From an optimization exercise on the open Yosys and OpenROAD flow, aimed at small area, a short achievable clock period and few clock cycles; shortcuts taken in it are not production practice.
At most, simulation tests tie the RTL to the original design; equivalence was not proved.
Function not checked in run 6: the RTL went through the layout flow alone.
No activity file was given, so power comes from the tool's default toggle rates.

--- flow/run.sh ---
#!/bin/bash
# synth_recipe.tcl (not shown) runs the flow's synth.tcl, then flattens the netlist and writes it again
# the make line also repeats each setting of config.mk as NAME=value (left out here)
make -C /OpenROAD-flow-scripts/flow DESIGN_CONFIG=/design/flow/config.mk WORK_HOME=/design/flow/orfs CLKGATE_MAP_FILE= SYNTH_SCRIPT=/design/flow/synth_recipe.tcl finish
--- flow/config.mk ---
export PLATFORM = sky130hd
export DESIGN_NAME = segment_allocator_with_compaction_unit
export DESIGN_NICKNAME = segment_allocator_with_compaction_unit
export VERILOG_FILES = /design/flow/design.v
export SDC_FILE = /design/flow/constraint.sdc
export NUM_CORES = 4
export LEC_CHECK = 0
export ABC_AREA = 1
export CAP_MARGIN = 20
export CORE_MARGIN = 2
export CORE_UTILIZATION = 40
export CTS_BUF_LIST = sky130_fd_sc_hd__clkbuf_4 sky130_fd_sc_hd__clkbuf_8
export SETUP_SLACK_MARGIN = 3.5
export SLEW_MARGIN = 20
export TNS_END_PERCENT = 0
--- flow/constraint.sdc ---
create_clock -name core_clock -period 6.0 [get_ports {clk}]
set_input_delay 1.2000 -clock core_clock [delete_from_list [all_inputs] [get_ports {clk}]]
set_output_delay 1.2000 -clock core_clock [all_outputs]
set_load 0.01 [all_outputs]
--- flow/design.v ---
package sacu_pkg;
    localparam logic [2:0] KIND_ALLOC   = 3'd0;
    localparam logic [2:0] KIND_FREE    = 3'd1;
    localparam logic [2:0] KIND_COMPACT = 3'd2;
    localparam logic [2:0] KIND_WRITE   = 3'd3;
    localparam logic [2:0] KIND_READ    = 3'd4;
    localparam logic [2:0] ST_OK       = 3'd0;
    localparam logic [2:0] ST_OOM      = 3'd1;
    localparam logic [2:0] ST_FULL     = 3'd2;
    localparam logic [2:0] ST_NOTFOUND = 3'd3;
    localparam logic [2:0] ST_BAD      = 3'd4;
endpackage
import sacu_pkg::*;
module segment_allocator_with_compaction_unit (
    input  logic        clk,
    input  logic        rst_n,
    input  logic        s_tvalid,
    output logic        s_tready,
    input  logic [23:0] s_tdata,    
    output logic        m_tvalid,
    input  logic        m_tready,
    output logic [23:0] m_tdata     
);
    function automatic logic [31:0] pfx_or(input logic [31:0] v);
        logic [31:0] r;
        r = v;
        r = r | (r << 1);
        r = r | (r << 2);
        r = r | (r << 4);
        r = r | (r << 8);
        r = r | (r << 16);
        pfx_or = r;
    endfunction
    function automatic logic [32:0] therm(input logic [5:0] t);
        for (int q = 0; q < 33; q++)
            therm[q] = (6'(q) < t);
    endfunction
    typedef struct packed {
        logic       k_alloc;
        logic       k_free;
        logic       k_comp;
        logic       k_write;
        logic       k_read;
        logic       sz_zero;
        logic [5:0] m;         
        logic [4:0] a;
        logic [7:0] wd;
    } req_t;
    logic        q0_full, q1_full;
    req_t        q0;
    logic [21:0] q1;
    logic        r_full;       
    logic        r_search;     
    logic        r_fits;
    logic        r_hit;        
    logic        r_comp;       
    logic        r_read;       
    logic [31:0] r_data;       
    logic        o0_full;
    logic [16:0] o0;           
    logic [7:0]  mem [32];
    logic [31:0] seg_s;
    logic [31:0] seg_f;
    logic [5:0]  top;
    logic [32:0] below;
    logic [4:0]  cnt;
    logic [21:0] q_in;         
    req_t        din;
    always_comb
    begin
        q_in        = q1_full ? q1 : s_tdata[21:0];
        din.k_alloc = (q_in[2:0] == KIND_ALLOC);
        din.k_free  = (q_in[2:0] == KIND_FREE);
        din.k_comp  = (q_in[2:0] == KIND_COMPACT);
        din.k_write = (q_in[2:0] == KIND_WRITE);
        din.k_read  = (q_in[2:0] == KIND_READ);
        din.sz_zero = (q_in[8:3] == 6'd0);
        din.m       = q_in[8:3] - 6'd1;
        din.a       = q_in[13:9];
        din.wd      = q_in[21:14];
    end
    logic [31:0] hot_top;      
    logic [31:0] hot_a;        
    logic [31:0] ge_a;         
    always_comb
    begin
        for (int p = 0; p < 32; p++)
        begin
            hot_top[p] = below[p] ^ (p == 0 ? 1'b1 : below[p == 0 ? 0 : p - 1]);
            hot_a[p]   = (5'(p) == q0.a);
            ge_a[p]    = (5'(p) >= q0.a);
        end
    end
    logic        fits;
    logic        can_append;
    logic [32:0] cont;         
    logic [31:0] a1, a2, a4, a8, a16;
    logic [31:0] r0, r1, r2, r3, r4, r5;
    logic [31:0] match;
    assign fits       = (7'(top) + 7'(q0.m)) <= 7'd31;
    assign can_append = fits && !cnt[4];
    always_comb
    begin
        cont = {1'b0, ~seg_s & below[31:0]};
        a1  = cont[32:1];
        a2  = a1 & (a1 >> 1);
        a4  = a2 & (a2 >> 2);
        a8  = a4 & (a4 >> 4);
        a16 = a8 & (a8 >> 8);
        r0 = ~cont[32:1];
        r1 = q0.m[0] ? (a1  & (r0 >> 1))  : r0;
        r2 = q0.m[1] ? (a2  & (r1 >> 2))  : r1;
        r3 = q0.m[2] ? (a4  & (r2 >> 4))  : r2;
        r4 = q0.m[3] ? (a8  & (r3 >> 8))  : r3;
        r5 = q0.m[4] ? (a16 & (r4 >> 16)) : r4;
        match = q0.m[5] ? 32'd0 : (seg_s & seg_f & r5);
    end
    logic        found;
    logic [31:0] free_mask;
    assign found     = |(seg_s & hot_a);
    assign free_mask = ge_a & ~pfx_or(seg_s & (ge_a << 1)) & below[31:0];
    logic [31:0] ge_f;
    logic [31:0] low_hot;
    logic [31:0] shift;
    logic        any_f;
    logic        seg_gone;     
    always_comb
    begin
        ge_f     = pfx_or(seg_f);
        any_f    = |seg_f;
        low_hot  = seg_f & ~(ge_f << 1);
        shift    = ge_f & below[31:0];
        seg_gone = |(low_hot & ({1'b1, seg_s[31:1]} | ~below[32:1]));
    end
    logic        r_move;       
    logic        r_clear;      
    logic        stall;
    logic        go;           
    logic        done;         
    logic        op_append, op_free, op_write, op_step;
    logic [2:0]  res_st;
    logic [5:0]  res_ra;
    logic        x_search;
    assign r_move = r_full && (!o0_full || m_tready) && !(r_comp && any_f);
    assign stall  = r_full && r_search && r_hit && (q0.k_alloc || q0.k_comp);
    assign go     = q0_full && (!r_full || r_move) && !stall;
    always_comb
    begin
        x_search  = q0.k_alloc && !q0.sz_zero && !can_append;
        op_append = go && q0.k_alloc && !q0.sz_zero && can_append;
        op_free   = go && q0.k_free && found;
        op_write  = go && q0.k_write;
        op_step   = any_f && ((go && q0.k_comp) || (r_full && r_comp));
        done      = go;
        res_st = ST_BAD;
        res_ra = '0;
        if (q0.k_alloc && !q0.sz_zero && can_append)
        begin
            res_st = ST_OK;
            res_ra = top;
        end
        if (q0.k_free)
            res_st = found ? ST_OK : ST_NOTFOUND;
        if (q0.k_comp)
        begin
            res_st = ST_OK;
            res_ra = any_f ? top - 6'd1 : top;
        end
        if (q0.k_write)
            res_st = ST_OK;
        if (q0.k_read)
            res_st = ST_OK;
    end
    logic [31:0] ge_match;
    logic [31:0] first;
    logic        hit;
    logic [4:0]  hit_pos;
    logic [16:0] res;
    always_comb
    begin
        ge_match = pfx_or(r_data);
        first    = r_data & ~(ge_match << 1);
        hit      = ge_match[31];
        hit_pos  = '0;
        for (int p = 0; p < 32; p++)
            if (first[p]) hit_pos = hit_pos | 5'(p);
        if (r_search)
        begin
            if (r_hit)
                res = {8'd0, 1'b0, hit_pos, ST_OK};
            else
                res = {8'd0, 6'd0, r_fits ? ST_FULL : ST_OOM};
        end
        else
        begin
            res = r_data[16:0];
            res[16:9] = '0;
            if (r_read)
                for (int p = 0; p < 32; p++)
                    res[16:9] = res[16:9] | (mem[p] & {8{r_data[13:9] == 5'(p)}});
        end
    end
    assign r_clear = r_move && r_search && r_hit;
    logic take;
    assign s_tready = !q1_full;
    assign take     = s_tvalid && !q1_full;
    always_ff @(posedge clk or negedge rst_n)
    begin
        if (!rst_n)
        begin
            q0_full <= 1'b0;
            q1_full <= 1'b0;
            r_full  <= 1'b0;
            o0_full <= 1'b0;
        end
        else
        begin
            if (!q0_full || done)
            begin
                q0_full <= q1_full || take;
                q1_full <= 1'b0;
            end
            else if (take)
                q1_full <= 1'b1;
            if (done)
                r_full <= 1'b1;
            else if (r_move)
                r_full <= 1'b0;
            if (!o0_full || m_tready)
                o0_full <= r_move;
        end
    end
    always_ff @(posedge clk)
    begin
        if (!q0_full || done)
            q0 <= din;
        if (!q1_full)
            q1 <= s_tdata[21:0];
        if (done)
        begin
            r_search <= x_search;
            r_fits   <= fits;
            r_hit    <= |match;
            r_comp   <= q0.k_comp;
            r_read   <= q0.k_read;
            r_data   <= x_search ? match : {18'd0, q0.a, res_ra, res_st};
        end
        else if (op_step)
            r_data[8:3] <= top - 6'd1;
        if (!o0_full || m_tready)
            o0 <= res;
    end
    assign m_tvalid = o0_full;
    assign m_tdata  = {7'd0, o0};
    logic [31:0] m_we, m_sh, m_keep;
    always_comb
    begin
        for (int p = 0; p < 32; p++)
        begin
            m_we[p]   = op_write && hot_a[p];
            m_sh[p]   = op_step && shift[p] && below[p + 1];
            m_keep[p] = !(m_we[p] || (op_step && shift[p]) || (op_free && free_mask[p]));
        end
    end
    always_ff @(posedge clk or negedge rst_n)
    begin
        if (!rst_n)
        begin
            for (int p = 0; p < 32; p++)
                mem[p] <= 8'd0;
        end
        else
        begin
            for (int p = 0; p < 32; p++)
                mem[p] <= ({8{m_we[p]}} & q0.wd)
                        | ({8{m_sh[p]}} & ((p < 31) ? mem[p < 31 ? p + 1 : p] : 8'd0))
                        | ({8{m_keep[p]}} & mem[p]);
        end
    end
    logic [5:0] top_next;
    always_comb
    begin
        top_next = top;
        if (op_append)
            top_next = top + q0.m + 6'd1;
        if (op_step && any_f)
            top_next = top - 6'd1;
    end
    always_ff @(posedge clk or negedge rst_n)
    begin
        if (!rst_n)
        begin
            seg_s <= '0;
            seg_f <= '0;
            top   <= '0;
            below <= '0;
            cnt   <= '0;
        end
        else
        begin
            for (int p = 0; p < 32; p++)
            begin
                if (op_append && hot_top[p])
                    seg_s[p] <= 1'b1;
                else if (op_step && shift[p])
                    seg_s[p] <= (p < 31) ? ((low_hot[p] || seg_s[p < 31 ? p + 1 : p]) && below[p + 1]) : 1'b0;
                if (op_free && hot_a[p])
                    seg_f[p] <= 1'b1;
                else if (r_clear && first[p])
                    seg_f[p] <= 1'b0;
                else if (op_step && shift[p])
                    seg_f[p] <= (p < 31) ? ((low_hot[p] && !seg_s[p < 31 ? p + 1 : p]) || seg_f[p < 31 ? p + 1 : p]) && below[p + 1] : 1'b0;
            end
            top   <= top_next;
            below <= therm(top_next);
            if (op_append)
                cnt <= cnt + 5'd1;
            if (op_step && seg_gone)
                cnt <= cnt - 5'd1;
        end
    end
endmodule
==> flow_summary_export.csv, run 1 <==
group,metric,value,unit
route,dr_total_vias,31870,
sta,finalClockSkew,40.16,ps
clock_network,cts_root_buffer,"sky130_fd_sc_hd__clkbuf_8",
sta,rsz0062_at_grt,"yes",
job,timing.max_cap.violations,0,
worst_setup_path,worstPathArrival,3720,ps
placement,gpl.final_weighted_congestion,1.060,
pwr,powerDensity,620.3,nW/µm²
die,floorplan.die.width,276.5,µm
global_routing,grt_use_total,35.97,%
die,design.portCount,54,
logic_synthesis,synthesized_cell_area,29700,µm²
worst_setup_path,critical-path-top-delay-family,"simple AND/OR/NAND/NOR gates",
route,drt-total-wl,140000,µm
route,dr.first_iter.drc_count,4456,
worst_setup_path,endpoint_kind,"register",
clock_network,cts.reportedPaths.clkPinSlew,70,ps
sta,tightestPinTransition,1160,ps
logic_synthesis,synth-main-ff-cell,"sky130_fd_sc_hd__dfrtp_1",
outcome,outcome,"no timing/DRC/antenna violations",
die,fp-row-count,99,
worst_setup_path,path_max_fanout,5,
route,drt-vias-per-instance,5.953,
logic_synthesis,synthDistinctLibCells,55,
sta,setup_violations,0,
logic_synthesis,syn-instance-count,4178,
sta,hold-worst-slack,415.2,ps
worst_setup_path,timing.setup.critical_path_class,"register to register",
worst_setup_path,crit_path_start,"r_data[9]",
logic_synthesis,yosys_warnings,2,
route,route.layer.met1.wl,58370,µm
placement,post-place-ws,1523,ps
global_routing,via_count_of_the_first_global_routing_pass,29900,
placement,placedInstanceArea,31300,µm²
global_routing,grt_overflow,0,
logic_synthesis,library_cell_with_the_largest_summed_area_after_synthesis,"sky130_fd_sc_hd__dfrtp_1",
die,die_h,276.5,µm
logic_synthesis,syn-mean-instance-area,7.109,µm²
route,routedWlPerCell,26.15,µm
min_path,min_path_type,"input pin to asynchronous set/reset pin",
final_layout,proportion_of_layout_cells_with_a_drive_suffix_above_1,13.14,%
logic_synthesis,asyncSetResetFlopFracSynth,78.37,%
sta,timing.slew.headroom,22.18,%
route,wl_met3,16260,µm
worst_setup_path,cell_at_the_slowest_stage_of_the_critical_path,"sky130_fd_sc_hd__edfxtp_1",
logic_synthesis,yosys.cell_count.top_type,"sky130_fd_sc_hd__nand2_1",
worst_setup_path,crit_path_start_kind,"register",
sta,setup_slack,2735,ps
worst_setup_path,r2r.worst_path.cells,10,
route,routed.top_layer,"met5",
route,drt_pre_antenna_iters,6,
sta,final_min_period_over_clock_period,54.41,%
worst_setup_path,crit_cells,10,
sta,report.final.slew_viol_count,0,
worst_setup_path,cell_seen_most_often_among_critical_path_stages,"sky130_fd_sc_hd__inv_1",
worst_setup_path,cell_breakdown_of_the_critical_path,"inv_1, nor2_1, inv_1, nor2_2, nand2_1, inv_1, nand2_1, o221ai_1, a2111oi_2, a41oi_1",
worst_setup_path,critical_path.reg2reg.startpoint,"r_data[9]",
clock_network,clock_insertion_delay_worst_skew,740,ps
clock_network,htree_levels,3,
route,postRouteAntennaNets,0,
worst_setup_path,capture_point_of_the_worst_path,"o0[13]",
placement,number_of_buffer_cells_added_on_primary_ports,44,
logic_synthesis,seq_area_frac_synth,40.30,%
clock_network,cts_tree,"done",
sta,period_needed,3265,ps
worst_setup_path,worst_path_largest_cell_delay,500,ps
clock_network,max-clock-path-buffers,3,
final_layout,layout_stage_area_growth_over_the_synthesis_result,18.26,%
final_layout,utilization,47.98,%
sta,fin_setup_tns,0,ps
pwr,vdd.ir_drop.worst,0.3714,mV
die,core,73210,µm²
logic_synthesis,top_area_cell_type_share_of_the_netlist_area,30.84,%
die,floorplan.initialDensity,40.57,%
global_routing,grt_antenna_before_repair,4,
global_routing,grt_max_degree,110,
worst_setup_path,cp.required,6450,ps
sta,final_hold_viol_count,0,
final_layout,layout.cells.non_filler,5354,
clock_network,tritoncts.num_buffers,86,
sta,timing.fmax,306.3,MHz
worst_setup_path,critPathBufInv,3,
logic_synthesis,synth-seq-cells,467,
final_layout,finish.net_count,4363,
clock_network,clock-sinks,467,
final_layout,fillCellCount,7553,
logic_synthesis,number_of_flops_mapped_to_enable_cells_by_yosys,79,
global_routing,global_route_wire_length_before_repair,204300,µm
logic_synthesis,synth.top_cells.by_area,"sky130_fd_sc_hd__dfrtp_1, sky130_fd_sc_hd__nand2_1, sky130_fd_sc_hd__edfxtp_1, sky130_fd_sc_hd__inv_1, sky130_fd_sc_hd__nor2_1",
pwr,power,21.79,mW
placement,detailedPlacementHpwl,106900,µm
placement,dp_cells,5117,
final_layout,layout.cell_area.non_filler,35120,µm²
logic_synthesis,yosys-top-cells-count,"sky130_fd_sc_hd__nand2_1, sky130_fd_sc_hd__inv_1, sky130_fd_sc_hd__nor2_1",
route,wl_met2,59210,µm
worst_setup_path,endpoint_of_the_lowest_slack_register_to_register_path,"o0[13]",
worst_setup_path,timing.reg2reg.setup_slack,2740,ps
route,drcViolationCount,0,
die,floorplan.die_area,76450,µm²
pwr,static-leakage-power,15.49,nW
==> power breakdown <==
group          switching [mW]  leakage, nW  internal [mW]
sequential               1.42         5.82           4.81
clock                    1.54        0.943           1.75
combinational            8.92         8.72           3.35
==> cells by family (layout without fill, tap and decap cells) <==
family,after synthesis,count (layout),synth area share [%]
other,1,11,0.01263
buffers and inverters,764,970,10.03
AND/OR/NAND/NOR,2005,2006,29.40
flip-flops,467,467,40.30
adder cells (fa/ha/maj),16,16,0.7498
XOR/XNOR,35,35,1.032
AO/OA/AOI/OAI,890,890,18.46
==> worst reg2reg max path, delay by kind of cell, from the launching register on <==
| kind | cells | cell delay, ps |
|---|---|---|
| and+or+nand+nor | 4 | 1090 |
| buffers and inverters | 3 | 700 |
| AOI/OAI and AO/OA | 3 | 700 |
| DFF | 1 | 500 |
==> metal layers <==
layer,global-route usage [%],vias to the layer above
met4,14.18,4
met1,50.35,15260
met5,0,-
met2,53.19,1934
met3,8.856,360
li1,-,14310
==> worst min-delay path by stage <==
stage	to	slack, ps	startpoint
2_1_floorplan	q1[11]	410	q1[11]
3_3_place_gp	q1[13]	430	q1[13]
3_5_place_dp	q1[20]	440	q1[20]
4_1_cts	seg_s[28]	440	rst_n
5_1_grt	seg_f[28]	440	rst_n
6_report	seg_s[28]	420	rst_n
==> cell type report <==
class / count / area, µm² / area share [%]
clock buffer: 126 / 1540 / 4.385
inverter: 639 / 2445 / 6.960
timing repair buffer: 171 / 1737 / 4.944
sequential: 467 / 11990 / 34.14
antenna: 4 / 10.01 / 0.02850
clock inverter: 34 / 250.2 / 0.7124
tap: 959 / 1200 / 3.416
multi-input combinational: 2954 / 15950 / 45.42
==> placed cells by master, fill, tap and decap left out, types with 20 or more instances in the layout <==
cell type / instances
sky130_fd_sc_hd__inv_1: 610
sky130_fd_sc_hd__nand2_4: 23
sky130_fd_sc_hd__dfrtp_1: 353
sky130_fd_sc_hd__nand3_4: 24
sky130_fd_sc_hd__buf_4: 94
sky130_fd_sc_hd__clkdlybuf4s50_1: 41
sky130_fd_sc_hd__a221oi_1: 20
sky130_fd_sc_hd__nand3_2: 23
sky130_fd_sc_hd__edfxtp_1: 79
sky130_fd_sc_hd__a21oi_1: 76
sky130_fd_sc_hd__o21bai_1: 140
sky130_fd_sc_hd__o22ai_1: 209
sky130_fd_sc_hd__clkbuf_4: 31
sky130_fd_sc_hd__clkinv_1: 21
sky130_fd_sc_hd__o211ai_1: 31
sky130_fd_sc_hd__nand2_2: 51
sky130_fd_sc_hd__nor3_1: 77
sky130_fd_sc_hd__clkbuf_8: 95
sky130_fd_sc_hd__nand2_1: 900
sky130_fd_sc_hd__nand4_1: 92
sky130_fd_sc_hd__dfxtp_1: 22
sky130_fd_sc_hd__xnor2_1: 24
sky130_fd_sc_hd__nor2_4: 52
sky130_fd_sc_hd__o21ai_0: 311
sky130_fd_sc_hd__nor2_2: 44
sky130_fd_sc_hd__nand3_1: 297
sky130_fd_sc_hd__o221ai_1: 38
sky130_fd_sc_hd__nor2_1: 367
==> flip-flops by register name, summed over array words and instances, names as in the netlist, 17 cells and up <==
register and flops:
mem 256, seg_f 32, below 32, seg_s 32, q0 25, q1 22, r_data 32, o0 17
==> timing repair <==
| action | 4_1_cts | 5_1_grt |
|---|---|---|
| pin swaps | 54 | 3 |
| setup endpoints to repair | 493 | 475 |
| hold buffers | 0 | 0 |
| resized for setup | 334 | 7 |
| setup buffers | 67 | 1 |
| cloned | 5 | 0 |
Testbench counts, summed over its fixed seeds: cycles 16,279.
==> inputs of run 2 (changes only) <==
--- a/flow/config.mk
+++ b/flow/config.mk
@@ -10,5 +10,5 @@
 export CORE_MARGIN = 2
-export CORE_UTILIZATION = 40
+export CORE_UTILIZATION = 50
 export CTS_BUF_LIST = sky130_fd_sc_hd__clkbuf_4 sky130_fd_sc_hd__clkbuf_8
-export SETUP_SLACK_MARGIN = 3.5
+export SETUP_SLACK_MARGIN = 3.0
 export SLEW_MARGIN = 20
==> flow_summary_export.csv, run 2 <==
group,metric,value,unit
outcome,outcome,"no timing/DRC/antenna violations",
global_routing,via_count_of_the_first_global_routing_pass,30360,
global_routing,grt_use_total,44.10,%
route,postRouteAntennaNets,0,
sta,finalClockSkew,54.52,ps
clock_network,cts_root_buffer,"sky130_fd_sc_hd__clkbuf_8",
sta,setup_slack,2791,ps
clock_network,max-clock-path-buffers,3,
worst_setup_path,r2r.worst_path.cells,13,
final_layout,utilization,59.36,%
logic_synthesis,synth-main-ff-cell,"sky130_fd_sc_hd__dfrtp_1",
worst_setup_path,crit_path_start_kind,"register",
logic_synthesis,synthesized_cell_area,29700,µm²
die,floorplan.die_area,61370,µm²
clock_network,clock_insertion_delay_worst_skew,750,ps
final_layout,mostFrequentLayoutCell,"sky130_fd_sc_hd__nand2_1",
placement,detailedPlacementHpwl,102200,µm
clock_network,htree_levels,3,
logic_synthesis,seq_area_frac_synth,40.30,%
clock_network,cts_tree,"done",
worst_setup_path,timing.reg2reg.setup_slack,2790,ps
pwr,power,21.93,mW
final_layout,layout_stage_area_growth_over_the_synthesis_result,17.72,%
logic_synthesis,synth.top_cells.by_area,"sky130_fd_sc_hd__dfrtp_1, sky130_fd_sc_hd__nand2_1, sky130_fd_sc_hd__edfxtp_1, sky130_fd_sc_hd__inv_1, sky130_fd_sc_hd__nor2_1",
pwr,powerDensity,627.1,nW/µm²
pwr,share_clk_of_total_power,15.5,%
final_layout,layout.cell_area.non_filler,34970,µm²
clock_network,cts.reportedPaths.clkPinSlew,70,ps
final_layout,layout.area.seq,11990,µm²
worst_setup_path,capture_point_of_the_worst_path,"mem[11][0]",
route,drt_pre_antenna_iters,6,
logic_synthesis,synthAdderAreaFrac,0.7498,%
global_routing,grt_max_degree,149,
min_path,min_path_type,"input pin to asynchronous set/reset pin",
final_layout,multiInputGateArea,15840,µm²
worst_setup_path,critical-path-top-delay-family,"simple AND/OR/NAND/NOR gates",
worst_setup_path,worst_path_largest_cell_delay,490,ps
route,drt-vias-per-instance,6.291,
logic_synthesis,top_area_cell_type_share_of_the_netlist_area,30.84,%
logic_synthesis,yosys_warnings,2,
clock_network,clock-sinks,467,
logic_synthesis,combinational_family_with_the_most_area_after_synthesis,"simple AND/OR/NAND/NOR gates",
global_routing,grt_antenna_before_repair,3,
worst_setup_path,crit_path_start,"seg_f[17]",
logic_synthesis,synth-seq-cells,467,
worst_setup_path,cell_at_the_slowest_stage_of_the_critical_path,"sky130_fd_sc_hd__dfrtp_2",
logic_synthesis,yosys.cell_count.top_type,"sky130_fd_sc_hd__nand2_1",
sta,final_hold_viol_count,0,
die,die_h,247.7,µm
placement,post-place-ws,1206,ps
pwr,power.net_switching,11.83,mW
global_routing,global_route_wire_length_before_repair,197600,µm
placement,placedInstanceArea,31040,µm²
die,floorplan.initialDensity,50.42,%
pwr,vdd.ir_drop.worst,0.6851,mV
logic_synthesis,yosys.area_share.xor_xnor,1.032,%
logic_synthesis,asyncSetResetFlopFracSynth,78.37,%
logic_synthesis,syn-instance-count,4178,
logic_synthesis,library_cell_with_the_largest_summed_area_after_synthesis,"sky130_fd_sc_hd__dfrtp_1",
worst_setup_path,path_max_fanout,12,
pwr,cellInternalPower,10.10,mW
final_layout,most_frequent_cells_in_the_layout,"sky130_fd_sc_hd__nand2_1, sky130_fd_sc_hd__inv_1, sky130_fd_sc_hd__nor2_1",
die,design.portCount,54,
worst_setup_path,critical_path.reg2reg.startpoint,"seg_f[17]",
route,routedWlPerCell,26.46,µm
worst_setup_path,worstPathArrival,3860,ps
die,fp-row-count,89,
sta,setup_violations,0,
pwr,sequentialPowerShare,28.4,%
sta,timing.fmax,311.7,MHz
worst_setup_path,crit_cells,13,
sta,timing.slew.headroom,27.74,%
sta,rsz0062_at_grt,"yes",
route,dr_total_vias,32530,
worst_setup_path,endpoint_kind,"register",
clock_network,tritoncts.num_buffers,87,
logic_synthesis,synth_compound_area_share,18.46,%
sta,fin_setup_tns,0,ps
final_layout,largest_reg_flops,256,
placement,number_of_buffer_cells_added_on_primary_ports,44,
route,drt-total-wl,136800,µm
pwr,swShare,53.96,%
logic_synthesis,yosys-top-cells-count,"sky130_fd_sc_hd__nand2_1, sky130_fd_sc_hd__inv_1, sky130_fd_sc_hd__nor2_1",
sta,report.final.slew_viol_count,0,
final_layout,finish.net_count,4371,
die,core,58910,µm²
placement,gpl.final_weighted_congestion,1.078,
final_layout,register_with_the_most_flip_flops,"mem",
sta,period_needed,3209,ps
worst_setup_path,critPathBufInv,1,
worst_setup_path,endpoint_of_the_lowest_slack_register_to_register_path,"mem[11][0]",
logic_synthesis,number_of_flops_mapped_to_enable_cells_by_yosys,79,
logic_synthesis,synthDistinctLibCells,55,
final_layout,proportion_of_layout_cells_with_a_drive_suffix_above_1,12.79,%
pwr,combinational_share_of_power,56.2,%
pwr,static-leakage-power,15.53,nW
route,drcViolationCount,0,
final_layout,fillCellCount,5700,
logic_synthesis,yosys.area_share.simple,29.40,%
job,timing.max_cap.violations,0,
sta,tightestPinTransition,1077,ps
global_routing,grt_overflow,0,
sta,final_min_period_over_clock_period,53.48,%
clock_network,holdBufCountCts,0,
worst_setup_path,timing.setup.critical_path_class,"register to register",
route,dr.first_iter.drc_count,3917,
worst_setup_path,cell_breakdown_of_the_critical_path,"nor2_4, nand2_2, nor2_4, nand2_4, o21ai_4, nand2_4, nand2_8, nand3_4, nand2_8, bufbuf_16, nand4_1, o22ai_1, o21bai_1",
logic_synthesis,post_synth_mux_area_share,0,%
die,floorplan.die.width,247.7,µm
logic_synthesis,syn-mean-instance-area,7.109,µm²
worst_setup_path,cp.required,6650,ps
run 2: power by group through the flow:
stage / clock (mW) / combinational, mW / sequential [mW]
floorplan: 0 / 6.81 / 5.52
global placement: 0 / 10.3 / 6.21
detailed placement: 0 / 10.3 / 6.22
CTS: 3.40 / 11.5 / 6.12
global route: 3.54 / 13.0 / 6.31
finish: 3.39 / 12.3 / 6.22
run 2: routing by layer:
layer	wire [µm]	part of all wire [%]	track usage, %	vias to the layer above
met4	12350	9.0	33.20	0
met5	0	0	0	-
met2	58620	43	65.94	2188
li1	-	-	-	14320
met1	50740	37	55.87	15480
met3	15080	11	9.710	541
run 2: through the flow:
step | instances | hold WS (ps)
after CTS | 5141 | 388.7
after floorplan | 4184 | 414.3
after global placement | 4925 | 429.9
final | 5170 | 379.0
after global routing | 5168 | 407.9
after detailed placement | 4925 | 436.8
run 2: cell families (layout without fill, tap and decap cells):
logic type,Yosys count,in the layout
XOR/XNOR,35,35
AND/OR/NAND/NOR,2005,2008
adder cells (fa/ha/maj),16,16
AO/OA/AOI/OAI,890,890
buffers and inverters,764,971
flip-flops,467,467
other,1,10
run 2: worst min-delay path by stage:
stage	slack (ps)	depth (start not counted)	startpoint	to
floorplan	410	2	q1[11]	q1[11]
global placement	430	2	q1[11]	q1[11]
detailed placement	440	2	q1[11]	q1[11]
CTS	390	1	rst_n	mem[22][7]
global route	410	1	rst_n	mem[21][3]
finish	380	1	rst_n	mem[22][4]
run 2: timing repair:
action	CTS	global route
endpoints found under the setup margin	439	351
pin swaps	22	18
resized for setup	186	94
setup buffers	53	24
hold endpoints to repair	0	0
cloned	7	2
run 2: layout make-up:
class	instances	share of cell area, %
inverters	639	7.028
clock buffers	127	4.605
repair buffers	175	5.242
well taps	773	2.766
multi-input cells	2956	45.29
clock inverters	29	0.7514
diodes	3	0.02147
flip-flops and latches	467	34.28
repair inverters	1	0.01431
==> inputs of run 3 (changes only) <==
--- a/flow/config.mk
+++ b/flow/config.mk
@@ -10,4 +10,5 @@
 export CORE_MARGIN = 2
-export CORE_UTILIZATION = 50
+export CORE_UTILIZATION = 40
 export CTS_BUF_LIST = sky130_fd_sc_hd__clkbuf_4 sky130_fd_sc_hd__clkbuf_8
+export PLACE_DENSITY = 0.7
 export SETUP_SLACK_MARGIN = 3.0
==> flow_summary_export.csv, run 3 <==
group,metric,value,unit
clock_network,cts_tree,"done",
logic_synthesis,synth.top_cells.by_area,"sky130_fd_sc_hd__dfrtp_1, sky130_fd_sc_hd__nand2_1, sky130_fd_sc_hd__edfxtp_1, sky130_fd_sc_hd__inv_1, sky130_fd_sc_hd__nor2_1",
final_layout,largest_reg_flops,256,
logic_synthesis,synth-main-ff-cell,"sky130_fd_sc_hd__dfrtp_1",
sta,tightestPinTransition,1135,ps
worst_setup_path,endpoint_kind,"register",
sta,period_needed,3366,ps
sta,setup_slack,2634,ps
sta,timing.fmax,297.0,MHz
sta,hold-worst-slack,448.6,ps
placement,gpl.final_weighted_congestion,1.084,
worst_setup_path,cell_breakdown_of_the_critical_path,"inv_2, nand2_1, o22ai_1, a221oi_1, nand2_1, nor2_1, a21oi_1",
clock_network,holdBufCountCts,0,
pwr,static-leakage-power,15.68,nW
sta,final_hold_viol_count,0,
final_layout,register_with_the_most_flip_flops,"mem",
sta,final_min_period_over_clock_period,56.11,%
clock_network,max-clock-path-buffers,3,
final_layout,mostFrequentLayoutCell,"sky130_fd_sc_hd__nand2_1",
pwr,vdd.ir_drop.worst,0.3317,mV
route,drt-total-wl,138200,µm
route,postRouteAntennaNets,0,
sta,setup_violations,0,
sta,rsz0062_at_grt,"yes",
logic_synthesis,number_of_flops_mapped_to_enable_cells_by_yosys,79,
clock_network,clock_insertion_delay_worst_skew,740,ps
worst_setup_path,critPathBufInv,1,
placement,detailedPlacementHpwl,101700,µm
job,timing.max_cap.violations,0,
logic_synthesis,top_area_cell_type_share_of_the_netlist_area,30.84,%
worst_setup_path,timing.setup.critical_path_class,"register to register",
logic_synthesis,seq_area_frac_synth,40.30,%
die,floorplan.initialDensity,40.57,%
final_layout,most_frequent_cells_in_the_layout,"sky130_fd_sc_hd__nand2_1, sky130_fd_sc_hd__inv_1, sky130_fd_sc_hd__nor2_1",
worst_setup_path,critical-path-top-delay-family,"compound AO/OA/AOI/OAI gates",
logic_synthesis,yosys.cell_count.top_type,"sky130_fd_sc_hd__nand2_1",
global_routing,grt_max_degree,123,
route,drt-vias-per-instance,6.096,
global_routing,grt_use_total,34.73,%
worst_setup_path,cp.required,6430,ps
worst_setup_path,cell_at_the_slowest_stage_of_the_critical_path,"sky130_fd_sc_hd__o22ai_1",
route,drcViolationCount,0,
min_path,min_path_type,"register to register",
global_routing,top_usage_layer,"met2",
route,dr.first_iter.drc_count,5114,
placement,post-place-ws,1015,ps
die,design.portCount,54,
worst_setup_path,cell_seen_most_often_among_critical_path_stages,"sky130_fd_sc_hd__nand2_1",
global_routing,met1_usage,46.52,%
final_layout,utilization,48.47,%
die,floorplan.die.width,276.5,µm
logic_synthesis,yosys_warnings,2,
pwr,powerDensity,623.3,nW/µm²
route,drt_pre_antenna_iters,9,
clock_network,clock-sinks,467,
die,floorplan.die_area,76450,µm²
global_routing,via_count_of_the_first_global_routing_pass,30470,
clock_network,tritoncts.num_buffers,85,
final_layout,fillCellCount,7268,
logic_synthesis,synth-seq-cells,467,
clock_network,cts.reportedPaths.clkPinSlew,70,ps
worst_setup_path,worstPathArrival,3800,ps
placement,number_of_buffer_cells_added_on_primary_ports,44,
final_layout,proportion_of_layout_cells_with_a_drive_suffix_above_1,13.61,%
sta,timing.slew.headroom,23.85,%
logic_synthesis,asyncSetResetFlopFracSynth,78.37,%
logic_synthesis,synthDistinctLibCells,55,
final_layout,layout_stage_area_growth_over_the_synthesis_result,19.47,%
global_routing,grt.met3_usage,10.73,%
logic_synthesis,yosys-top-cells-count,"sky130_fd_sc_hd__nand2_1, sky130_fd_sc_hd__inv_1, sky130_fd_sc_hd__nor2_1",
outcome,outcome,"no timing/DRC/antenna violations",
logic_synthesis,library_cell_with_the_largest_summed_area_after_synthesis,"sky130_fd_sc_hd__dfrtp_1",
worst_setup_path,path_max_fanout,19,
global_routing,grt_overflow,0,
worst_setup_path,crit_path_start_kind,"register",
die,fp-row-count,99,
final_layout,finish.net_count,4387,
global_routing,gr-usage-met2,50.68,%
clock_network,htree_levels,3,
sta,report.final.slew_viol_count,0,
logic_synthesis,syn-instance-count,4178,
route,routedWlPerCell,25.69,µm
sta,fin_setup_tns,0,ps
route,dr_total_vias,32800,
global_routing,grt_antenna_before_repair,14,
clock_network,cts_root_buffer,"sky130_fd_sc_hd__clkbuf_8",
die,die_h,276.5,µm
sta,finalClockSkew,44.35,ps
worst_setup_path,worst_path_largest_cell_delay,710,ps
logic_synthesis,syn-mean-instance-area,7.109,µm²
logic_synthesis,synthesized_cell_area,29700,µm²
global_routing,global_route_wire_length_before_repair,199500,µm
die,core,73210,µm²
run 3: stage by stage:
step | total power, mW | std cells | area [µm²]
after floorplan | 12.34 | 4184 | 29800
after global placement | 16.41 | 5105 | 31230
after detailed placement | 16.51 | 5105 | 31230
after CTS | 20.77 | 5317 | 34350
after global routing | 23.02 | 5376 | 35480
final | 22.12 | 5380 | 35490
run 3: what timing repair did:
item | 4_1_cts | 5_1_grt
gates cloned | 3 | 5
pin swaps | 17 | 52
endpoints found under the setup margin | 451 | 377
buffers inserted | 49 | 53
resized for setup | 197 | 154
endpoints found under the hold margin | 0 | 0
run 3: cell type report:
cell class	count	area (µm²)	share of cell area, %
diodes	5	12.51	0.03526
clock buffers	130	1602	4.513
clock inverters	30	294.0	0.8286
inverters	639	2445	6.890
multi-input cells	2954	16010	45.13
flip-flops and latches	467	11980	33.76
well taps	959	1200	3.381
repair buffers	195	1933	5.448
repair inverters	1	5.005	0.01410
run 3: final timing paths:
path | startpoint | end | slack [ps] | depth (start not counted)
setup / recovery | r_data[13] | o0[9] | 2630 | 7
hold / removal | q1[18] | q1[18] | 450 | 2
setup reg to reg | r_data[13] | o0[9] | 2630 | 7
hold reg to reg | q1[18] | q1[18] | 450 | 2
max in group asynchronous | rst_n | mem[2][2] | 4150 | 2
min in group asynchronous | rst_n | below[20] | 500 | 1
run 3: power breakdown:
group          switching, mW  internal (mW)  total, mW
Sequential              1.40           4.81       6.21
Combinational           9.01           3.43       12.4
Clock                   1.54           1.93       3.48
run 3: kinds of logic after synthesis:
family	Yosys count	synth area share (%)
adder cells (fa/ha/maj)	16	0.7498
AO/OA/AOI/OAI	890	18.46
flip-flops	467	40.30
buffers and inverters	764	10.03
XOR/XNOR	35	1.032
other	1	0.01263
AND/OR/NAND/NOR	2005	29.40
run 3: metal layers:
metal,up-vias,wire length (µm),part of all wire [%]
li1,14390,-,-
met1,15490,53510,39
met2,2371,56830,41
met3,534,19850,14
met4,14,7924,5.7
met5,-,86,0.062
run 3: worst reg2reg max path: stages (launching register included):
cell	delay, ps
sky130_fd_sc_hd__edfxtp_1	470
sky130_fd_sc_hd__inv_2	380
sky130_fd_sc_hd__nand2_1	510
sky130_fd_sc_hd__o22ai_1	710
sky130_fd_sc_hd__a221oi_1	250
sky130_fd_sc_hd__nand2_1	130
sky130_fd_sc_hd__nor2_1	50
sky130_fd_sc_hd__a21oi_1	560
==> inputs of run 4 (changes only) <==
--- a/flow/config.mk
+++ b/flow/config.mk
@@ -12,3 +12,2 @@
 export CTS_BUF_LIST = sky130_fd_sc_hd__clkbuf_4 sky130_fd_sc_hd__clkbuf_8
-export PLACE_DENSITY = 0.7
 export SETUP_SLACK_MARGIN = 3.0
==> flow_summary_export.csv, run 4 <==
group,metric,value,unit
outcome,outcome,"no timing/DRC/antenna violations",
route,dr_total_vias,31960,
pwr,swShare,54.40,%
worst_setup_path,critical_path.reg2reg.startpoint,"seg_f[19]",
logic_synthesis,library_cell_with_the_largest_summed_area_after_synthesis,"sky130_fd_sc_hd__dfrtp_1",
sta,tightestPinTransition,1118,ps
logic_synthesis,syn-mean-instance-area,7.109,µm²
logic_synthesis,syn-instance-count,4178,
global_routing,grt_use_total,35.43,%
die,design.portCount,54,
worst_setup_path,path_max_fanout,12,
logic_synthesis,yosys.cell_count.top_type,"sky130_fd_sc_hd__nand2_1",
final_layout,mostFrequentLayoutCell,"sky130_fd_sc_hd__nand2_1",
logic_synthesis,number_of_flops_mapped_to_enable_cells_by_yosys,79,
placement,detailedPlacementHpwl,106900,µm
sta,rsz0062_at_grt,"yes",
clock_network,cts_tree,"done",
sta,finalClockSkew,42.24,ps
final_layout,proportion_of_layout_cells_with_a_drive_suffix_above_1,12.94,%
logic_synthesis,top_area_cell_type_share_of_the_netlist_area,30.84,%
die,fp-row-count,99,
logic_synthesis,synth-main-ff-cell,"sky130_fd_sc_hd__dfrtp_1",
worst_setup_path,endpoint_kind,"register",
clock_network,htree_levels,3,
worst_setup_path,cp.required,6670,ps
logic_synthesis,seq_area_frac_synth,40.30,%
final_layout,fillCellCount,7565,
job,timing.max_cap.violations,0,
worst_setup_path,worstPathArrival,3920,ps
die,die_h,276.5,µm
clock_network,clock-sinks,467,
sta,timing.fmax,307.6,MHz
pwr,power.net_switching,11.80,mW
clock_network,holdBufCountCts,0,
logic_synthesis,asyncSetResetFlopFracSynth,78.37,%
global_routing,global_route_wire_length_before_repair,201600,µm
route,drt-vias-per-instance,5.962,
route,drt_pre_antenna_iters,8,
worst_setup_path,timing.reg2reg.setup_slack,2750,ps
route,routedWlPerCell,25.97,µm
sta,final_hold_viol_count,0,
final_layout,layout_stage_area_growth_over_the_synthesis_result,17.91,%
pwr,sequentialPowerShare,28.8,%
final_layout,register_with_the_most_flip_flops,"mem",
worst_setup_path,timing.setup.critical_path_class,"register to register",
logic_synthesis,yosys-top-cells-count,"sky130_fd_sc_hd__nand2_1, sky130_fd_sc_hd__inv_1, sky130_fd_sc_hd__nor2_1",
pwr,static-leakage-power,15.46,nW
sta,report.final.slew_viol_count,0,
route,drt-total-wl,139300,µm
final_layout,most_frequent_cells_in_the_layout,"sky130_fd_sc_hd__nand2_1, sky130_fd_sc_hd__inv_1, sky130_fd_sc_hd__nor2_1",
pwr,share_clk_of_total_power,15.1,%
final_layout,multiInputGateArea,15850,µm²
die,floorplan.die_area,76450,µm²
final_layout,largest_reg_flops,256,
sta,period_needed,3251,ps
clock_network,cts_root_buffer,"sky130_fd_sc_hd__clkbuf_8",
sta,fin_setup_tns,0,ps
sta,hold-worst-slack,446.1,ps
placement,gpl.final_weighted_congestion,1.060,
final_layout,finish.net_count,4368,
logic_synthesis,synthDistinctLibCells,55,
global_routing,grt_overflow,0,
pwr,powerDensity,619.6,nW/µm²
pwr,power,21.70,mW
die,core,73210,µm²
route,dr.first_iter.drc_count,4204,
logic_synthesis,synthesized_cell_area,29700,µm²
clock_network,clock_insertion_delay_worst_skew,740,ps
worst_setup_path,r2r.worst_path.cells,14,
global_routing,grt_max_degree,110,
die,floorplan.die.width,276.5,µm
global_routing,via_count_of_the_first_global_routing_pass,29530,
clock_network,cts.reportedPaths.clkPinSlew,70,ps
route,drcViolationCount,0,
pwr,combinational_share_of_power,56.1,%
sta,setup_violations,0,
sta,timing.slew.headroom,25.00,%
pwr,cellInternalPower,9.895,mW
placement,dp_cells,5117,
placement,number_of_buffer_cells_added_on_primary_ports,44,
global_routing,grt_antenna_before_repair,6,
min_path,min_path_type,"input pin to asynchronous set/reset pin",
sta,final_min_period_over_clock_period,54.18,%
logic_synthesis,synth.top_cells.by_area,"sky130_fd_sc_hd__dfrtp_1, sky130_fd_sc_hd__nand2_1, sky130_fd_sc_hd__edfxtp_1, sky130_fd_sc_hd__inv_1, sky130_fd_sc_hd__nor2_1",
logic_synthesis,yosys_warnings,2,
clock_network,tritoncts.num_buffers,86,
worst_setup_path,crit_path_start_kind,"register",
final_layout,layout.cells.non_filler,5361,
worst_setup_path,endpoint_of_the_lowest_slack_register_to_register_path,"mem[30][2]",
final_layout,layout.area.seq,11990,µm²
pwr,vdd.ir_drop.worst,0.3719,mV
die,floorplan.initialDensity,40.57,%
route,postRouteAntennaNets,0,
logic_synthesis,synth-seq-cells,467,
clock_network,max-clock-path-buffers,3,
-- run 4: layout make-up --
type,count,area share [%]
diodes,6,0.04287
clock buffers,126,4.398
clock inverters,34,0.7145
inverters,639,6.963
multi-input cells,2954,45.26
flip-flops and latches,467,34.23
well taps,959,3.426
repair buffers,176,4.962
-- run 4: worst max path at each step --
stage | from | to | slack (ps) | cells past startpoint
2_1_floorplan | m_tready | cnt[4] | 2860 | 17
3_3_place_gp | m_tready | mem[29][6] | 1590 | 12
3_5_place_dp | m_tready | mem[29][6] | 1520 | 12
4_1_cts | seg_f[17] | mem[8][1] | 2830 | 14
5_1_grt | seg_f[19] | mem[2][3] | 2680 | 15
6_report | seg_f[19] | mem[30][2] | 2750 | 14
-- run 4: kinds of logic after synthesis --
kind of cell | count (synthesis) | share of synthesized area [%]
AOI/OAI and AO/OA | 890 | 18.46
xor gates and xnor gates | 35 | 1.032
adders and majority gates | 16 | 0.7498
buffers and inverters | 764 | 10.03
DFF | 467 | 40.30
other | 1 | 0.01263
and+or+nand+nor | 2005 | 29.40
-- run 4: worst max-delay path, stage by stage (launching register included) --
cell                        delay [ps]
sky130_fd_sc_hd__dfrtp_1           480
sky130_fd_sc_hd__nor2_2            200
sky130_fd_sc_hd__nand2_2           120
sky130_fd_sc_hd__nor2_4            200
sky130_fd_sc_hd__nand2_4           140
sky130_fd_sc_hd__nor2_4            270
sky130_fd_sc_hd__nand3b_1          250
sky130_fd_sc_hd__nand2_4           130
sky130_fd_sc_hd__buf_12            150
sky130_fd_sc_hd__bufbuf_16         280
sky130_fd_sc_hd__nand2_1           160
sky130_fd_sc_hd__inv_1             190
sky130_fd_sc_hd__a21oi_4           400
sky130_fd_sc_hd__nand3_1           140
sky130_fd_sc_hd__nand2_1            80
-- run 4: timing repair --
| action | 4_1_cts | 5_1_grt |
|---|---|---|
| cloned | 2 | 1 |
| pin swaps | 21 | 40 |
| setup endpoints to repair | 445 | 370 |
| setup buffers | 39 | 35 |
| gates resized for setup | 212 | 94 |
-- run 4: power by group through the flow --
stage | Clock [mW] | Combinational [mW] | Sequential [mW]
2_1_floorplan | 0 | 6.81 | 5.52
3_3_place_gp | 0 | 10.4 | 6.29
3_5_place_dp | 0 | 10.4 | 6.29
4_1_cts | 3.31 | 11.4 | 6.15
5_1_grt | 3.45 | 12.9 | 6.34
6_report | 3.28 | 12.2 | 6.25
-- run 4: stage by stage --
step	area (µm²)	util, %	setup WS, ps
6_report	35020	47.84	2749
5_1_grt	35010	47.83	2683
4_1_cts	34290	46.84	2829
3_5_place_dp	31300	42.76	1523
3_3_place_gp	31300	42.75	1588
2_1_floorplan	29800	-	2860
-- run 4: routing by layer --
layer  GRT usage [%]  part of all wire (%)  vias up
li1                -                     -    14310
met1           50.05                    42    15380
met2           52.63                    42     1909
met3           8.307                    11      357
met4           13.02                   4.1        8
met5               0                 0.036        -
==> inputs of run 5 (changes only) <==
--- a/flow/config.mk
+++ b/flow/config.mk
@@ -12,3 +12,3 @@
 export CTS_BUF_LIST = sky130_fd_sc_hd__clkbuf_4 sky130_fd_sc_hd__clkbuf_8
-export SETUP_SLACK_MARGIN = 3.0
+export SETUP_SLACK_MARGIN = 2.7
 export SLEW_MARGIN = 20
==> flow_summary_export.csv, run 5 <==
group,metric,value,unit
final_layout,layout_stage_area_growth_over_the_synthesis_result,16.06,%
pwr,power,21.43,mW
clock_network,htree_levels,3,
route,dr.first_iter.drc_count,4549,
logic_synthesis,yosys.cell_count.top_type,"sky130_fd_sc_hd__nand2_1",
worst_setup_path,endpoint_kind,"register",
clock_network,clock_insertion_delay_worst_skew,730,ps
placement,gpl.final_weighted_congestion,1.085,
route,routedWlPerCell,25.31,µm
logic_synthesis,number_of_flops_mapped_to_enable_cells_by_yosys,79,
logic_synthesis,synthDistinctLibCells,55,
sta,hold-worst-slack,447.3,ps
worst_setup_path,cp.required,6410,ps
final_layout,most_frequent_cells_in_the_layout,"sky130_fd_sc_hd__nand2_1, sky130_fd_sc_hd__inv_1, sky130_fd_sc_hd__nor2_1",
sta,timing.slew.headroom,32.08,%
worst_setup_path,r2r.worst_path.cells,10,
sta,finalClockSkew,50.49,ps
sta,timing.fmax,279.0,MHz
clock_network,holdBufCountCts,0,
logic_synthesis,yosys_warnings,2,
logic_synthesis,synthesized_cell_area,29700,µm²
global_routing,grt_use_total,34.31,%
logic_synthesis,synth-main-ff-cell,"sky130_fd_sc_hd__dfrtp_1",
outcome,outcome,"no timing/DRC/antenna violations",
job,timing.max_cap.violations,0,
final_layout,finish.net_count,4357,
logic_synthesis,seq_area_frac_synth,40.30,%
global_routing,via_count_of_the_first_global_routing_pass,29540,
final_layout,utilization,47.09,%
worst_setup_path,path_max_fanout,5,
worst_setup_path,crit_path_start_kind,"register",
worst_setup_path,cell_breakdown_of_the_critical_path,"inv_1, nor2_1, inv_1, nor2_1, nand2_1, inv_1, a221oi_1, nand2_1, nor2_1, a21oi_1",
sta,tightestPinTransition,1018,ps
die,floorplan.die.width,276.5,µm
worst_setup_path,timing.reg2reg.setup_slack,2420,ps
sta,final_hold_viol_count,0,
worst_setup_path,worst_path_largest_cell_delay,550,ps
worst_setup_path,capture_point_of_the_worst_path,"o0[16]",
global_routing,global_route_wire_length_before_repair,195700,µm
worst_setup_path,critical_path.reg2reg.startpoint,"r_data[9]",
logic_synthesis,top_area_cell_type_share_of_the_netlist_area,30.84,%
sta,report.final.slew_viol_count,0,
placement,detailedPlacementHpwl,102500,µm
pwr,static-leakage-power,15.31,nW
worst_setup_path,endpoint_of_the_lowest_slack_register_to_register_path,"o0[16]",
final_layout,proportion_of_layout_cells_with_a_drive_suffix_above_1,11.38,%
clock_network,max-clock-path-buffers,3,
die,floorplan.initialDensity,40.57,%
global_routing,grt_antenna_before_repair,9,
route,drt-total-wl,135300,µm
clock_network,cts_root_buffer,"sky130_fd_sc_hd__clkbuf_8",
route,postRouteAntennaNets,0,
sta,rsz0062_at_grt,"yes",
die,die_h,276.5,µm
worst_setup_path,crit_path_start,"r_data[9]",
final_layout,mostFrequentLayoutCell,"sky130_fd_sc_hd__nand2_1",
clock_network,clock-sinks,467,
die,core,73210,µm²
placement,number_of_buffer_cells_added_on_primary_ports,44,
route,dr_total_vias,32150,
logic_synthesis,synth.top_cells.by_area,"sky130_fd_sc_hd__dfrtp_1, sky130_fd_sc_hd__nand2_1, sky130_fd_sc_hd__edfxtp_1, sky130_fd_sc_hd__inv_1, sky130_fd_sc_hd__nor2_1",
die,design.portCount,54,
final_layout,register_with_the_most_flip_flops,"mem",
logic_synthesis,yosys-top-cells-count,"sky130_fd_sc_hd__nand2_1, sky130_fd_sc_hd__inv_1, sky130_fd_sc_hd__nor2_1",
pwr,powerDensity,621.7,nW/µm²
pwr,vdd.ir_drop.worst,0.3681,mV
sta,setup_violations,0,
logic_synthesis,syn-mean-instance-area,7.109,µm²
sta,final_min_period_over_clock_period,59.74,%
logic_synthesis,synth-seq-cells,467,
min_path,min_path_type,"register to register",
global_routing,grt_overflow,0,
worst_setup_path,cell_at_the_slowest_stage_of_the_critical_path,"sky130_fd_sc_hd__a21oi_1",
route,drcViolationCount,0,
sta,period_needed,3584,ps
clock_network,tritoncts.num_buffers,88,
die,fp-row-count,99,
clock_network,cts.reportedPaths.clkPinSlew,60,ps
logic_synthesis,asyncSetResetFlopFracSynth,78.37,%
logic_synthesis,library_cell_with_the_largest_summed_area_after_synthesis,"sky130_fd_sc_hd__dfrtp_1",
route,drt_pre_antenna_iters,9,
logic_synthesis,syn-instance-count,4178,
die,floorplan.die_area,76450,µm²
route,drt-vias-per-instance,6.014,
worst_setup_path,worstPathArrival,4000,ps
sta,fin_setup_tns,0,ps
worst_setup_path,timing.setup.critical_path_class,"register to register",
clock_network,cts_tree,"done",
global_routing,grt_max_degree,109,
final_layout,largest_reg_flops,256,
## run 5: per-layer routing
metal  track usage [%]  vias up  part of all wire (%)
li1                  -    14290                     -
met1             47.36    15400                    41
met2             51.26     2059                    42
met3             7.893      391                    12
met4             15.06        8                   5.4
met5                 0        -                 0.069
## run 5: cell type report
class | count | area, µm²
antenna | 2 | 5.005
clock buffer | 142 | 1754
clock inverter | 20 | 143.9
fill | 7517 | 38730
inverter | 639 | 2425
multi-input combinational | 2956 | 15510
sequential | 467 | 11980
tap | 959 | 1200
timing repair buffer | 161 | 1460
## run 5: worst min path at each step
stage | start | endpoint | slack [ps] | cells after the start
after CTS | q1[20] | q1[20] | 450 | 2
final | q1[14] | q1[14] | 450 | 2
after global routing | q1[14] | q1[14] | 470 | 2
after detailed placement | q1[13] | q1[13] | 440 | 2
after floorplan | q1[11] | q1[11] | 410 | 2
after global placement | q1[10] | q1[10] | 430 | 2
## run 5: through the flow
step | area (µm²) | setup slack [ps] | instances
3_3_place_gp | 31240 | 1403 | 5116
4_1_cts | 33610 | 2491 | 5306
3_5_place_dp | 31240 | 1396 | 5116
5_1_grt | 34470 | 2549 | 5345
6_report | 34470 | 2416 | 5346
2_1_floorplan | 29730 | 2304 | 4184
## run 5: cells by family (layout without fill, tap and decap cells)
kind of cell / Yosys count / in the layout / synth area share (%)
compound gates: 890 / 890 / 18.46
xor+xnor: 35 / 35 / 1.032
fa+ha+maj: 16 / 16 / 0.7498
buf+inv: 764 / 962 / 10.03
flops: 467 / 467 / 40.30
other cells: 1 / 9 / 0.01263
simple gates: 2005 / 2008 / 29.40
## run 5: what timing repair did
item | in CTS | in global routing
setup endpoints to repair | 374 | 358
gates resized for setup | 58 | 137
setup buffers | 27 | 35
pin swaps | 5 | 15
cloned | 1 | 2
## run 5: worst max-delay path, delay by kind of cell, from the launching register on
family                 cells  cell delay (ps)
and+or+nand+nor            5             1430
AOI/OAI and AO/OA          2              670
buffers and inverters      3              650
DFF                        1              530
## run 5: power by group
group          internal, mW  switching, mW  total [mW]
Clock                  1.90           1.50        3.40
Sequential             4.80           1.40        6.21
Combinational          3.16           8.66        11.8
==> inputs of run 6 (changes only) <==
--- a/flow/design.v
+++ b/flow/design.v
@@ -48,5 +48,4 @@
     } req_t;
-    logic        q0_full, q1_full;
+    logic        q0_full;
     req_t        q0;
-    logic [21:0] q1;
     logic        r_full;       
@@ -70,3 +69,3 @@
     begin
-        q_in        = q1_full ? q1 : s_tdata[21:0];
+        q_in        = s_tdata[21:0];
         din.k_alloc = (q_in[2:0] == KIND_ALLOC);
@@ -204,4 +203,4 @@
     logic take;
-    assign s_tready = !q1_full;
-    assign take     = s_tvalid && !q1_full;
+    assign s_tready = !q0_full || done;
+    assign take     = s_tvalid && s_tready;
     always_ff @(posedge clk or negedge rst_n)
@@ -211,3 +210,2 @@
             q0_full <= 1'b0;
-            q1_full <= 1'b0;
             r_full  <= 1'b0;
@@ -218,8 +216,3 @@
             if (!q0_full || done)
-            begin
-                q0_full <= q1_full || take;
-                q1_full <= 1'b0;
-            end
-            else if (take)
-                q1_full <= 1'b1;
+                q0_full <= take;
             if (done)
@@ -236,4 +229,2 @@
             q0 <= din;
-        if (!q1_full)
-            q1 <= s_tdata[21:0];
         if (done)
--- a/flow/config.mk
+++ b/flow/config.mk
@@ -12,3 +12,3 @@
 export CTS_BUF_LIST = sky130_fd_sc_hd__clkbuf_4 sky130_fd_sc_hd__clkbuf_8
-export SETUP_SLACK_MARGIN = 2.7
+export SETUP_SLACK_MARGIN = 3.0
 export SLEW_MARGIN = 20
==> flow_summary_export.csv, run 6 <==
group,metric,value,unit
logic_synthesis,library_cell_with_the_largest_summed_area_after_synthesis,"sky130_fd_sc_hd__dfrtp_1",
worst_setup_path,cp.required,6630,ps
global_routing,grt_use_total,35.19,%
placement,number_of_buffer_cells_added_on_primary_ports,44,
clock_network,tritoncts.num_buffers,86,
final_layout,utilization,45.71,%
route,drt_pre_antenna_iters,8,
final_layout,layout_stage_area_growth_over_the_synthesis_result,13.61,%
clock_network,holdBufCountCts,0,
die,die_h,277.2,µm
worst_setup_path,r2r.worst_path.cells,15,
route,dr_total_vias,32500,
logic_synthesis,synthesized_cell_area,29850,µm²
sta,hold-worst-slack,485.6,ps
logic_synthesis,synth.top_cells.by_area,"sky130_fd_sc_hd__dfrtp_1, sky130_fd_sc_hd__nand2_1, sky130_fd_sc_hd__nand3_1, sky130_fd_sc_hd__edfxtp_1, sky130_fd_sc_hd__inv_1",
sta,setup_violations,0,
route,route.layer.met1.wl,57380,µm
sta,final_min_period_over_clock_period,60.91,%
die,fp-row-count,100,
clock_network,htree_levels,3,
logic_synthesis,asyncSetResetFlopFracSynth,82.21,%
route,dr.first_iter.drc_count,4684,
global_routing,grt_max_degree,123,
worst_setup_path,timing.setup.critical_path_class,"register to register",
logic_synthesis,seq_area_frac_synth,38.54,%
sta,timing.slew.headroom,26.58,%
logic_synthesis,synthDistinctLibCells,63,
die,core,74200,µm²
global_routing,global_route_wire_length_before_repair,202000,µm
worst_setup_path,path_max_fanout,15,
route,wl_met3,17930,µm
die,floorplan.die.width,277.2,µm
global_routing,via_count_of_the_first_global_routing_pass,29770,
worst_setup_path,critical_path.reg2reg.startpoint,"q0[11]",
worst_setup_path,endpoint_kind,"register",
route,routedWlPerCell,25.91,µm
logic_synthesis,synth-main-ff-cell,"sky130_fd_sc_hd__dfrtp_1",
placement,placedInstanceArea,31180,µm²
clock_network,max-clock-path-buffers,3,
die,floorplan.die_area,76830,µm²
worst_setup_path,timing.reg2reg.setup_slack,2350,ps
logic_synthesis,yosys-top-cells-count,"sky130_fd_sc_hd__nand2_1, sky130_fd_sc_hd__inv_1, sky130_fd_sc_hd__nand3_1",
sta,period_needed,3655,ps
min_path,worst_hold_startpoint,"q0[20]",
route,drcViolationCount,0,
worst_setup_path,crit_path_start_kind,"register",
clock_network,cts.reportedPaths.clkPinSlew,60,ps
min_path,timing.hold.worst_path_depth,0,
placement,detailedPlacementHpwl,105000,µm
final_layout,layout.cell_area.non_filler,33910,µm²
final_layout,finish.net_count,4369,
final_layout,mostFrequentLayoutCell,"sky130_fd_sc_hd__nand2_1",
logic_synthesis,top_area_cell_type_share_of_the_netlist_area,30.60,%
clock_network,cts_root_buffer,"sky130_fd_sc_hd__clkbuf_8",
sta,final_hold_viol_count,0,
route,routed.top_layer,"met5",
sta,tightestPinTransition,1100,ps
final_layout,proportion_of_layout_cells_with_a_drive_suffix_above_1,10.20,%
pwr,power,20.05,mW
logic_synthesis,yosys.cell_count.top_type,"sky130_fd_sc_hd__nand2_1",
sta,fin_setup_tns,0,ps
logic_synthesis,yosys_warnings,2,
outcome,outcome,"no timing/DRC/antenna violations",
job,timing.max_cap.violations,0,
placement,gpl.final_weighted_congestion,1.039,
route,postRouteAntennaNets,0,
logic_synthesis,synth-seq-cells,444,
global_routing,grt_antenna_before_repair,3,
sta,rsz0062_at_grt,"yes",
sta,finalClockSkew,37.71,ps
clock_network,cts_tree,"done",
sta,timing.fmax,273.6,MHz
route,drt-total-wl,138900,µm
worst_setup_path,worstPathArrival,4280,ps
final_layout,fillCellCount,7651,
route,drt-vias-per-instance,6.062,
pwr,powerDensity,591.3,nW/µm²
pwr,vdd.ir_drop.worst,0.5692,mV
clock_network,clock-sinks,444,
logic_synthesis,syn-mean-instance-area,7.016,µm²
die,design.portCount,54,
route,wl_met2,57330,µm
worst_setup_path,crit_path_start,"q0[11]",
global_routing,grt_overflow,0,
final_layout,register_with_the_most_flip_flops,"mem",
pwr,static-leakage-power,15.44,nW
final_layout,most_frequent_cells_in_the_layout,"sky130_fd_sc_hd__nand2_1, sky130_fd_sc_hd__inv_1, sky130_fd_sc_hd__nand3_1",
final_layout,largest_reg_flops,256,
sta,report.final.slew_viol_count,0,
die,floorplan.initialDensity,40.23,%
logic_synthesis,syn-instance-count,4255,
min_path,min_path_type,"register to register",
clock_network,clock_insertion_delay_worst_skew,720,ps
logic_synthesis,number_of_flops_mapped_to_enable_cells_by_yosys,79,
==> run 6: changes by cell type in the layout (fill, tap and decap cells not counted), moves of 12 or more <==
cell and change:
sky130_fd_sc_hd__a22o_1 +13, sky130_fd_sc_hd__buf_4 -12, sky130_fd_sc_hd__dfxtp_1 -22, sky130_fd_sc_hd__inv_1 -105, sky130_fd_sc_hd__nand2_1 +151, sky130_fd_sc_hd__nand3_1 +171
sky130_fd_sc_hd__nand4_1 +175, sky130_fd_sc_hd__nor2_4 -12, sky130_fd_sc_hd__o21ai_0 -122, sky130_fd_sc_hd__o21bai_1 -108, sky130_fd_sc_hd__o22ai_1 -93, sky130_fd_sc_hd__xnor2_1 +12
==> run 6: critical path: stages (launching register included) <==
cell                       delay [ps]
sky130_fd_sc_hd__edfxtp_1         580
sky130_fd_sc_hd__buf_4            230
sky130_fd_sc_hd__nand2_1          250
sky130_fd_sc_hd__inv_1            140
sky130_fd_sc_hd__nand3_1          210
sky130_fd_sc_hd__o22ai_1          110
sky130_fd_sc_hd__nor2_1           220
sky130_fd_sc_hd__nand2_1          120
sky130_fd_sc_hd__nor2_1           370
sky130_fd_sc_hd__nand2_1          150
sky130_fd_sc_hd__inv_2            250
sky130_fd_sc_hd__nor2_8            50
sky130_fd_sc_hd__buf_12           160
sky130_fd_sc_hd__nand2_1           70
sky130_fd_sc_hd__nand3_1          360
sky130_fd_sc_hd__o21bai_1         290
==> run 6: kinds of logic (layout without fill, tap and decap cells) <==
kind of cell,count (synthesis),after routing,synth area share (%)
buffers and inverters,705,833,9.380
AOI/OAI and AO/OA,584,584,12.33
DFF,444,444,38.54
other,1,9,0.01256
adders and majority gates,16,16,0.7461
and+or+nand+nor,2459,2461,37.64
xor gates and xnor gates,46,46,1.350
==> run 6: per-layer routing <==
layer	vias up	track usage, %
met2	2068	50.03
met1	15490	49.96
li1	14610	-
met5	-	0
met3	339	9.677
met4	2	14.81
==> run 6: report_power, final <==
part	internal, mW	total [mW]	switching [mW]
clock	1.83	3.32	1.49
combinational	2.69	10.7	7.98
sequential	4.51	6.06	1.55
==> run 6: area by class of cell <==
type / instances / area [µm²] / share of cell area [%]
inverters: 533 / 2017 / 5.947
repair buffers: 146 / 1328 / 3.914
well taps: 969 / 1212 / 3.575
flip-flops and latches: 444 / 11520 / 33.96
multi-input cells: 3114 / 16010 / 47.19
clock inverters: 18 / 146.4 / 0.4317
diodes: 2 / 5.005 / 0.01476
clock buffers: 136 / 1684 / 4.966
==> run 6: path summary, 6_finish.rpt <==
check / end
min reg2reg: r_read
min: r_read
max in group asynchronous: seg_f[29]
min in group asynchronous: mem[23][6]
max reg2reg: mem[29][1]
max: mem[29][1]
==> run 6: repair_timing <==
action                     CTS  global route
setup endpoints to repair  411           393
pin swaps                   11            15
buffers inserted            27            21
hold endpoints to repair     0             0
cloned                       1             1
gates resized for setup     59            69
==> run 6: metrics by stage <==
stage / cells / worst slack [ps]
6_report: 5362 / 2345
3_5_place_dp: 5156 / 1451
4_1_cts: 5338 / 2386
3_3_place_gp: 5156 / 1468
5_1_grt: 5361 / 2336
2_1_floorplan: 4261 / 2637

separate check: timing with driven ports:
The flow's constraints put no driver on any port. The routed layouts listed below were extracted and timed again, unchanged, in two steps.
Step 1, drivers: a clkbuf_16 drives clk and a buf_2 each remaining input, both assumed.
Step 2 times the ports against the registers' clock, not the clock port: input delays grow and output delays shrink by t, the midpoint of the rising clock arrivals with the driver on.
Slacks: ideal ports / drivers / drivers and shift; pairs: ideal ports / drivers.
| run | t (ns) | setup slack, ns | hold WS [ns] | worst slew at a driven data input, ns |
|---|---|---|---|---|
| run 1 | 0.778 | 2.735 / 2.735 / 2.213 | 0.415 / 0.413 / 0.447 | 0.06 |
| run 2 | 0.782 | 2.791 / 2.791 / 2.192 | 0.379 / 0.370 / 0.450 | 0.05 |
| run 3 | 0.776 | 2.634 / 2.634 / 2.179 | 0.449 / 0.449 / 0.449 | 0.06 |
| run 4 | 0.778 | 2.749 / 2.749 / 2.140 | 0.446 / 0.443 / 0.450 | 0.06 |
| run 5 | 0.768 | 2.416 / 2.416 / 2.180 | 0.447 / 0.447 / 0.447 | 0.05 |
| run 6 | 0.764 | 2.345 / 2.341 / 1.783 | 0.486 / 0.486 / 0.486 | 0.05 |
After both steps every run listed still meets setup and hold. For run 4, which loses most, drivers alone change the setup slack by 0.000 ns; drivers and shift together by -0.609 ns.
